Source: an optimization exercise on an open RTL-to-GDS flow (aim: small area). Production flows keep margins and buffers that such runs may drop. At most, simulation tests tie the RTL to the original design; equivalence was not proved. Power is estimated from default activity; no workload was simulated.

==> flow/design.v (excerpt) <==
module soc_ifc_top (
    input  wire                            clk,
    input  wire                            cptra_rst_b,
    input  wire soc_ifc_pkg::soc_ifc_req_t req_i,
    output soc_ifc_pkg::soc_ifc_rsp_t      rsp_o,
    output logic                           fuse_done_o,
    output logic                           error_intr_o,
    output logic                           cptra_error_fatal_o,
    output logic                           nmi_intr_o
);
Size: roughly 1000 cells after synthesis, about 81 I/O pins, about 16000 um^2 of cells after synthesis.
clock: 5.0 ns
lec_check: 0
cap_margin: 20
core_margin: 2
core_utilization: 65
place_density: 0.75
slew_margin: 20
standard.sh (not shown) runs the stock make flow with config.mk's settings and CLKGATE_MAP_FILE= SYNTH_SCRIPT=/design/flow/synth_recipe.tcl, a recipe that flattens the netlist after the stock synthesis.
==> flow/flow/run.sh <==
#!/bin/bash
# Standard ORFS layout with these changes to how cells are chosen:
# - synthesis maps logic with an area-oriented ABC script (flow/abc_map.script)
#   in place of ORFS's speed script; everything else in synthesis is standard,
#   so registers keep the standard synthesis's names and cell types
# - every port gets the smallest buffer (buf_1)
# - clock tree synthesis uses clkbuf_8 over clusters of up to 16 sinks and
#   inserts no dummy loads
# Each step's full output goes to its own log here (synth.log, standard.log)
# and ORFS's per-step logs stay under orfs/logs.
set -euo pipefail
work=$(pwd)
rm -rf "$work/scripts_area"
cp -r "$FLOW_HOME/scripts" "$work/scripts_area"
cp "$work/flow/abc_map.script" "$work/scripts_area/abc_speed.script"
export BUFFER_PORTS_ARGS="-buffer_cell sky130_fd_sc_hd__buf_1"
export CTS_ARGS="-sink_clustering_enable -repair_clock_nets -dont_use_dummy_load -buf_list sky130_fd_sc_hd__clkbuf_8 -sink_clustering_size 16 -sink_clustering_max_diameter 80"
SCRIPTS_DIR="$work/scripts_area" bash standard.sh synth > synth.log 2>&1
bash standard.sh > standard.log 2>&1
==> flow/flow/abc_map.script <==
strash
&get -n
&st
&syn2
&dch -f
&nf -a -R 1000
&put
topo
stime -c
The baseline finished with timing, DRC and antenna clean.
Next try:
==> flow/flow/abc_map.script (replaced) <==
strash
&get -n
&st
&dch
&nf -a
&st
&syn2
&dch
&nf -a
&st
&syn2
&dch
&nf -a -R 1000
&put
topo
stime -c
What happened:
- setup slack improved by 17 ps
- worst hold slack barely changes
- non-clock buffer count decreases by 6
- power decreases by 0.31%
- area after synthesis increases by 0.34%
Next try:
--- a/flow/flow/run.sh
+++ b/flow/flow/run.sh
@@ -5,5 +5,5 @@
 #   so registers keep the standard synthesis's names and cell types
 # - every port gets the smallest buffer (buf_1)
-# - clock tree synthesis uses clkbuf_8 over clusters of up to 16 sinks and
+# - clock tree synthesis uses clkbuf_4 over clusters of up to 9 sinks and
 #   inserts no dummy loads
 # Each step's full output goes to its own log here (synth.log, standard.log)
@@ -15,5 +15,5 @@
 cp "$work/flow/abc_map.script" "$work/scripts_area/abc_speed.script"
 export BUFFER_PORTS_ARGS="-buffer_cell sky130_fd_sc_hd__buf_1"
-export CTS_ARGS="-sink_clustering_enable -repair_clock_nets -dont_use_dummy_load -buf_list sky130_fd_sc_hd__clkbuf_8 -sink_clustering_size 16 -sink_clustering_max_diameter 80"
+export CTS_ARGS="-sink_clustering_enable -repair_clock_nets -dont_use_dummy_load -buf_list sky130_fd_sc_hd__clkbuf_4 -sink_clustering_size 9 -sink_clustering_max_diameter 45"
 SCRIPTS_DIR="$work/scripts_area" bash standard.sh synth > synth.log 2>&1
 bash standard.sh > standard.log 2>&1
=>
- setup slack gets worse by 62 ps
- non-clock buffer count is unchanged
- final area stays flat
- area after synthesis is unchanged
- global-route usage climbs by 0.17 points
- power shrinks by 1.3%
- worst hold slack is worse by 89 ps
- routed wire length is about the same
- cell count climbs by 1.6%
- utilization shrinks by 0.15 points
- synthesized cell count is unchanged
Next try:
--- a/flow/flow/run.sh
+++ b/flow/flow/run.sh
@@ -5,5 +5,5 @@
 #   so registers keep the standard synthesis's names and cell types
 # - every port gets the smallest buffer (buf_1)
-# - clock tree synthesis uses clkbuf_4 over clusters of up to 9 sinks and
+# - clock tree synthesis uses clkbuf_8 over clusters of up to 16 sinks and
 #   inserts no dummy loads
 # Each step's full output goes to its own log here (synth.log, standard.log)
@@ -15,5 +15,5 @@
 cp "$work/flow/abc_map.script" "$work/scripts_area/abc_speed.script"
 export BUFFER_PORTS_ARGS="-buffer_cell sky130_fd_sc_hd__buf_1"
-export CTS_ARGS="-sink_clustering_enable -repair_clock_nets -dont_use_dummy_load -buf_list sky130_fd_sc_hd__clkbuf_4 -sink_clustering_size 9 -sink_clustering_max_diameter 45"
+export CTS_ARGS="-sink_clustering_enable -repair_clock_nets -dont_use_dummy_load -buf_list sky130_fd_sc_hd__clkbuf_8 -sink_clustering_size 16 -sink_clustering_max_diameter 80"
 SCRIPTS_DIR="$work/scripts_area" bash standard.sh synth > synth.log 2>&1
 bash standard.sh > standard.log 2>&1
Settings changed: CORE_UTILIZATION 65 to 75, PLACE_DENSITY 0.75 to 0.85.
Via count rose by 2.3%.
Critical path depth is unchanged.
Clock skew falls by 4.9 ps.
Power rose by 1.2%.
Wire length rises by 2.1%.
Fmax falls by about 1.3%.
Sequential power hardly moves.
Count of clock-buffer cells in the layout drops by 23.
Worst setup slack is worse by 60 ps.
Synthesized area stays the same.

## build 51
soc_ifc_top, a different RTL version from the one above (not shown whole).
For scale: roughly 81 I/O pins, roughly 16000 µm² of cells after synthesis.
Settings: LEC_CHECK=0, CAP_MARGIN=20, CORE_MARGIN=2, CORE_UTILIZATION=65, PLACE_DENSITY=0.75, SLEW_MARGIN=20; clock period 5.0 ns.
==> flow/flow/run.sh <==
#!/bin/bash
# Standard ORFS layout with these changes to how cells are chosen:
# - synthesis maps logic with an area-oriented ABC script (flow/abc_map.script)
#   in place of ORFS's speed script; everything else in synthesis is standard,
#   so registers keep the standard synthesis's names and cell types
# - every port gets the smallest buffer (buf_1)
# - clock tree synthesis uses clkbuf_8 over clusters of up to 16 sinks and
#   inserts no dummy loads
# Each step's full output goes to its own log here (synth.log, standard.log)
# and ORFS's per-step logs stay under orfs/logs.
set -euo pipefail
work=$(pwd)
rm -rf "$work/scripts_area"
cp -r "$FLOW_HOME/scripts" "$work/scripts_area"
cp "$work/flow/abc_map.script" "$work/scripts_area/abc_speed.script"
export BUFFER_PORTS_ARGS="-buffer_cell sky130_fd_sc_hd__buf_1"
export CTS_ARGS="-sink_clustering_enable -repair_clock_nets -dont_use_dummy_load -buf_list sky130_fd_sc_hd__clkbuf_4 -sink_clustering_size 10 -sink_clustering_max_diameter 50"
SCRIPTS_DIR="$work/scripts_area" bash standard.sh synth > synth.log 2>&1
bash standard.sh > standard.log 2>&1
==> flow/flow/abc_map.script <==
strash
&get -n
&st
&dch
&nf -a
&st
&syn2
&dch
&nf -a
&st
&syn2
&dch
&nf -a -R 1000
&put
topo
stime -c
Build 51: PASS, flow complete, no timing, DRC or antenna violations
## Diff of input files: trial 11 against build 51
--- a/flow/flow/run.sh
+++ b/flow/flow/run.sh
@@ -16,3 +16,3 @@
 export BUFFER_PORTS_ARGS="-buffer_cell sky130_fd_sc_hd__buf_1"
-export CTS_ARGS="-sink_clustering_enable -repair_clock_nets -dont_use_dummy_load -buf_list sky130_fd_sc_hd__clkbuf_4 -sink_clustering_size 10 -sink_clustering_max_diameter 50"
+export CTS_ARGS="-sink_clustering_enable -repair_clock_nets -dont_use_dummy_load -buf_list sky130_fd_sc_hd__clkbuf_8 -sink_clustering_size 16 -sink_clustering_max_diameter 80"
 SCRIPTS_DIR="$work/scripts_area" bash standard.sh synth > synth.log 2>&1
### Flow results
The clock-buffer cell count of trial 11 is lower than that of build 51. The flow did not stop early for trial 11: all stages ran, and the layout cleared the timing, DRC and antenna checks. Diff build 51 -> trial 11 | relative area change from synthesis to final layout | increase of 0.50 points. Between trial 11 and build 51, the setup slack does not differ in any meaningful way.
Function was not checked in any run of this note: the RTL went through the layout flow alone.

Setup of run 1:
soc_ifc_top, a different RTL version from the one above (not shown whole).
Size in the first run: about 450 flip-flops, about 18000 µm² of cells after synthesis.
Settings: LEC_CHECK=0, CAP_MARGIN=20, CORE_MARGIN=2, CORE_UTILIZATION=65, PLACE_DENSITY=0.75, SLEW_MARGIN=20; clock period 5.0 ns.
==> flow/flow/run.sh <==
#!/bin/bash
# Standard ORFS layout with three changes to how cells are chosen:
# ports get the smallest buffer, and clock tree synthesis clusters more
# sinks per buffer and inserts no dummy loads.
set -euo pipefail
export BUFFER_PORTS_ARGS="-buffer_cell sky130_fd_sc_hd__buf_1"
export CTS_ARGS="-sink_clustering_enable -repair_clock_nets -dont_use_dummy_load -sink_clustering_size 25 -sink_clustering_max_diameter 100"
bash standard.sh > standard.log 2>&1
Inputs modified between run 1 and run 2:
==> flow/flow/run.sh <==
#!/bin/bash
# Standard ORFS layout with these changes to how cells are chosen:
# - synthesis maps logic with an area-oriented ABC script (flow/abc_map.script)
#   in place of ORFS's speed script; everything else in synthesis is standard
# - ports get the smallest buffer
# - clock tree synthesis clusters more sinks per buffer and inserts no dummy loads
set -euo pipefail
work=$(pwd)
rm -rf "$work/scripts_area"
cp -r "$FLOW_HOME/scripts" "$work/scripts_area"
cp "$work/flow/abc_map.script" "$work/scripts_area/abc_speed.script"
export BUFFER_PORTS_ARGS="-buffer_cell sky130_fd_sc_hd__buf_1"
export CTS_ARGS="-sink_clustering_enable -repair_clock_nets -dont_use_dummy_load -sink_clustering_size 25 -sink_clustering_max_diameter 100"
SCRIPTS_DIR="$work/scripts_area" bash standard.sh synth > synth.log 2>&1
bash standard.sh > standard.log 2>&1
==> flow/flow/abc_map.script (new file) <==
strash
&get -n
&st
&dch
&nf -a
&st
&syn2
&dch
&nf -a
&put
topo
stime -c
Notes after the runs:
Across run 1 and run 2, the outcome is the same: a clean finish for every run.
Run 2 vs run 1: combinational power down
Diff run 1 -> run 2 | average wire per cell in the routed design | decrease of 0.69 µm
For run 2, the worst-path cell with the longest stage delay was sky130_fd_sc_hd__a222oi_1, unlike run 1, where it was sky130_fd_sc_hd__and3_1.
The synthesized area of run 2 was superior to that of run 1.
A highest metal layer with signal wires of met5 is what run 1 shows, while met4 belongs to run 2.
diff inputs: run 2 => run 3
--- a/flow/config.mk
+++ b/flow/config.mk
@@ -10,2 +10,3 @@
 export CORE_UTILIZATION = 65
+export GPL_TIMING_DRIVEN = 0
 export PLACE_DENSITY = 0.75
Notes after the runs:
Going from run 2 to run 3, the sequential share of layout area was found to have gone down by 2.6 points.
Summary — sum of net half-perimeters after detailed placement, run 3 relative to run 2: higher, by 11%.
Internal power component across run 3 and run 2: no real change.
The final reports for run 3 and run 2 show area used by multi-input combinational logic higher in the former.
Total nets after synthesis: run 3 vs run 2 identical
Looking at global-route met2 utilization, run 3 sits above run 2.
Power: run 3 draws more than run 2
Between run 2 and run 3, the cell count went up.
The combinational group share of total power of run 2 and that of run 3 are within noise of each other.
Comparing data-path buffer share of cell area in the final layout for run 3 and run 2, the bigger number came from run 3.
> inputs changed (run 3 -> run 4)
==> flow/run.sh (new file) <==
#!/bin/bash
# synth_recipe.tcl (not shown) runs the flow's synth.tcl, then flattens the netlist and writes it again
# the make line also repeats each setting of config.mk as NAME=value (left out here)
make -C /OpenROAD-flow-scripts/flow DESIGN_CONFIG=/design/flow/config.mk WORK_HOME=/design/flow/orfs CLKGATE_MAP_FILE= SYNTH_SCRIPT=/design/flow/synth_recipe.tcl finish
--- a/flow/config.mk
+++ b/flow/config.mk
@@ -9,5 +9,3 @@
 export CORE_MARGIN = 2
-export CORE_UTILIZATION = 65
-export GPL_TIMING_DRIVEN = 0
-export PLACE_DENSITY = 0.75
+export CORE_UTILIZATION = 40
 export SLEW_MARGIN = 20
removed: flow/flow/run.sh
removed: flow/flow/abc_map.script
removed: flow/standard.sh
### Flow results
NOTE total of plain and repair buffers excluding clock buffers run 3->run 4 decreased by more than 10%. Looking at global routing usage on met1, run 4 sits 15 points below run 3. Delta (run 4 minus run 3): detail-routed net length per standard cell now smaller; setup fix buffers added after clock tree synthesis now smaller. Changes observed in run 4 relative to run 3: number of search-and-repair iterations in the first detailed-routing pass decreased by 1 relative to the old numbers, number of clock buffers in the layout went up 150%, sequential share of layout area now smaller, clock group share of total power saw an increase.

==> static timing again, ports no longer ideal <==
Ports are ideal in the flow. The routed layouts listed here were re-timed in OpenROAD. Step 1, drivers: a clkbuf_16 drives clk and a buf_2 each remaining input, both assumed. Step 2 also shifts input and output timing later by t, the mid clock arrival at the registers, as if the neighbouring blocks saw the same clock. Three values: ideal ports, drivers, drivers and shift; two values: the first two.
| run | shift t [ns] | setup slack, ns | hold slack, ns | worst setup path after step 2 | clock arrival spread, ns |
|---|---|---|---|---|---|
| the first run of note 1 | 0.576 | 0.657 / 0.657 / 0.657 | 0.377 / 0.377 / 0.377 | register to register | 0.043 / 0.043 |
| the second run of note 1 | 0.584 | 0.674 / 0.674 / 0.674 | 0.377 / 0.377 / 0.377 | register to register | 0.037 / 0.038 |
| the third run of note 1 | 0.744 | 0.611 / 0.567 / 0.704 | 0.289 / 0.265 / 0.378 | register to register | 0.073 / 0.073 |
| the fourth run of note 1 | 0.575 | 0.552 / 0.506 / 0.646 | 0.390 / 0.390 / 0.390 | register to register | 0.053 / 0.053 |
| build 51 | 0.730 | 0.509 / 0.509 / 0.509 | 0.261 / 0.238 / 0.431 | register to register | 0.081 / 0.081 |
| trial 11 | 0.575 | 0.509 / 0.509 / 0.509 | 0.389 / 0.389 / 0.389 | register to register | 0.058 / 0.058 |
| run 1 | 0.573 | 0.971 / 0.924 / 1.496 | 0.384 / 0.384 / 0.384 | register to output | 0.053 / 0.053 |
| run 2 | 0.562 | 0.357 / 0.357 / 0.357 | 0.388 / 0.388 / 0.388 | register to register | 0.055 / 0.055 |
| run 3 | 0.574 | 0.155 / 0.155 / 0.155 | 0.399 / 0.399 / 0.399 | register to register | 0.059 / 0.059 |
| run 4 | 0.614 | 0.364 / 0.308 / 0.922 | 0.358 / 0.358 / 0.358 | register to output | 0.032 / 0.032 |
After both steps setup and hold are still met in every run listed.
